Source: an optimization exercise on an open RTL-to-GDS flow (aim: small area and a short achievable clock period). Production flows keep margins and buffers that such runs may drop. Power is estimated from default activity; no workload was simulated.

Setup of indigo:
==> module data_mem_responder, before the edit <==
module data_mem_responder #(
    parameter int ADDR_WIDTH = 6
) (
    input  logic        CLK,
    input  logic        reset,
    input  logic [31:0] Addressmem,
    input  logic [31:0] WriteDataMem,
    input  logic        memWrite,
    input  logic        memRead,
    output logic [31:0] ReadDataMem,
    output logic        memReady,
    output logic        memError,
    output logic        memStall,
    output logic [1:0]  fsm_state_o
);
    localparam int DEPTH = 2 ** ADDR_WIDTH;
    logic idle_q, b1_q, b2_q, resp_q;
    logic busy_q, nrdy_q, errr_q;
    logic wen_q;                        
    logic [DEPTH-1:0] sel;
    logic [31:0] rdata_q;
    logic [DEPTH*32-1:0] mem_q;
    logic req, err;
    assign req = memRead | memWrite;
    assign err = (Addressmem[1:0] != 2'b00)
               | (Addressmem[31:ADDR_WIDTH+2] != '0)
               | (memRead & memWrite);
    always_ff @(posedge CLK or negedge reset) begin
        if (!reset) begin
            idle_q <= 1'b1;
            b1_q   <= 1'b0;
            b2_q   <= 1'b0;
            resp_q <= 1'b0;
            busy_q <= 1'b0;
            nrdy_q <= 1'b1;
            errr_q <= 1'b0;
            wen_q  <= 1'b0;
        end else begin
            idle_q <= resp_q | (idle_q & ~req);
            b1_q   <= idle_q & req;
            b2_q   <= b1_q;
            resp_q <= b2_q;
            busy_q <= (idle_q & req) | b1_q;
            nrdy_q <= ~b2_q;
            errr_q <= b2_q & err;
            wen_q  <= b1_q & memWrite & ~err;
        end
    end
    always_ff @(posedge CLK) begin
        for (int w = 0; w < DEPTH; w++)
            sel[w] <= (Addressmem[ADDR_WIDTH+1:2] == w[ADDR_WIDTH-1:0]) & ~err;
    end
    always_ff @(posedge CLK) begin
        for (int w = 0; w < DEPTH; w++) begin
            if (wen_q & sel[w]) mem_q[w*32 +: 32] <= WriteDataMem;
        end
    end
    logic [31:0] rd;
    always_comb begin
        rd = '0;
        for (int w = 0; w < DEPTH; w++) rd = rd | ({32{sel[w]}} & mem_q[w*32 +: 32]);
    end
    always_ff @(posedge CLK) begin
        rdata_q <= rd;
    end
    assign ReadDataMem = rdata_q;
    assign memReady    = resp_q;
    assign memError    = errr_q;
    assign memStall    = req & nrdy_q;
    assign fsm_state_o = {resp_q, busy_q};
endmodule
==> flow/config.mk <==
export PLATFORM = sky130hd
export DESIGN_NAME = data_mem_responder
export DESIGN_NICKNAME = data_mem_responder
export VERILOG_FILES = /design/flow/design.v
export SDC_FILE = /design/flow/constraint.sdc
export NUM_CORES = 4
export LEC_CHECK = 0
export CAP_MARGIN = 20
export CORE_MARGIN = 2
export CORE_UTILIZATION = 45
export CTS_CLUSTER_DIAMETER = 80
export CTS_CLUSTER_SIZE = 30
export SETUP_SLACK_MARGIN = 2.4
export SLEW_MARGIN = 20
export TNS_END_PERCENT = 100
export BUFFER_PORTS_ARGS = -buffer_cell sky130_fd_sc_hd__buf_4
==> flow/constraint.sdc <==
create_clock -name core_clock -period 4.6 [get_ports {CLK}]
set_input_delay 0.9200 -clock core_clock [delete_from_list [all_inputs] [get_ports {CLK}]]
set_output_delay 0.9200 -clock core_clock [all_outputs]
set_load 0.01 [all_outputs]
standard.sh (not shown) runs the stock make flow with config.mk's settings and CLKGATE_MAP_FILE= SYNTH_SCRIPT=/design/flow/synth_recipe.tcl, a recipe that flattens the netlist after the stock synthesis.
==> flow/flow/run.sh <==
#!/bin/bash
# Standard layout, with the port buffers made from buf_4 instead of the library's default pick.
set -e
cat >> config.mk <<'CFG'
export BUFFER_PORTS_ARGS = -buffer_cell sky130_fd_sc_hd__buf_4
CFG
bash standard.sh > standard.log 2>&1
Setup changes, indigo to violet
--- a/flow/design.v
+++ b/flow/design.v
@@ -13,11 +13,11 @@
     output logic        memStall,
     output logic [1:0]  fsm_state_o
 );
     localparam int DEPTH = 2 ** ADDR_WIDTH;
     logic idle_q, b1_q, b2_q, resp_q;
-    logic busy_q, nrdy_q, errr_q;
+    logic busy_q, errr_q;
     logic wen_q;                        
     logic [DEPTH-1:0] sel;
     logic [31:0] rdata_q;
     logic [DEPTH*32-1:0] mem_q;
     logic req, err;
@@ -30,20 +30,18 @@
             idle_q <= 1'b1;
             b1_q   <= 1'b0;
             b2_q   <= 1'b0;
             resp_q <= 1'b0;
             busy_q <= 1'b0;
-            nrdy_q <= 1'b1;
             errr_q <= 1'b0;
             wen_q  <= 1'b0;
         end else begin
-            idle_q <= resp_q | (idle_q & ~req);
+            idle_q <= (~idle_q & ~b1_q & ~b2_q) | (idle_q & ~req);   
             b1_q   <= idle_q & req;
             b2_q   <= b1_q;
             resp_q <= b2_q;
             busy_q <= (idle_q & req) | b1_q;
-            nrdy_q <= ~b2_q;
             errr_q <= b2_q & err;
             wen_q  <= b1_q & memWrite & ~err;
         end
     end
     always_ff @(posedge CLK) begin
@@ -64,8 +62,8 @@
         rdata_q <= rd;
     end
     assign ReadDataMem = rdata_q;
     assign memReady    = resp_q;
     assign memError    = errr_q;
-    assign memStall    = req & nrdy_q;
+    assign memStall    = req & ~resp_q;
     assign fsm_state_o = {resp_q, busy_q};
 endmodule
Results
- violet vs indigo on combinational share of power: violet is the higher one.
- violet vs indigo — detailed route wirelength on metal3 dropped by a few percent
- Against indigo, violet reports a post-layout total power that is higher.
- Summary — fraction of cell area in non-clock buffers, violet relative to indigo: lower, by 0.85 points.
- violet does better than indigo on wire length of the first global-routing pass.
- Sort indigo and violet by area of all placed cells without fillers, descending, and indigo comes first.
- Buffering stage count on the worst path with inverters included: violet > indigo
- violet ends up with higher sequential share of layout area than indigo does.
- Overall routing resource usage, indigo and violet: larger value in indigo
- Largest vdd supply drop sits higher in violet than in indigo.
- Cmp indigo and violet / final standard cell utilization of the core / lower: violet
- Final critical-path setup slack down 0.067 ns in violet wrt indigo
No run of this note included a check of the RTL's function; only the layout flow was run.

-- port drivers added, routing unchanged --
How much do the figures lean on ideal ports? The routed layouts below were timed once more, with nothing changed but the port constraints.
Step 1: set_driving_cell puts a clkbuf_16 on CLK and a buf_2 on each other input, an assumption about the parent block.
Step 2 also shifts input and output timing later by t, the mid clock arrival at the registers, as if the neighbouring blocks saw the same clock.
Slacks: no drivers / after step 1 / after step 2; pairs: no drivers / after step 1.
| run | t (ns) | setup slack, ns | worst hold slack (ns) | worst setup path after step 2 | worst data-port slew with drivers (ns) |
|---|---|---|---|---|---|
| indigo | 0.840 | 2.029 / 2.029 / 1.798 | 0.400 / 0.345 / 0.400 | input to register | 0.13 |
| violet | 0.835 | 1.962 / 1.962 / 1.758 | 0.421 / 0.379 / 0.423 | input to register | 0.17 |
After both steps every run listed still meets setup and hold. The setup slack of indigo, which loses most, moves by 0.000 ns with the drivers and by -0.231 ns with both steps.
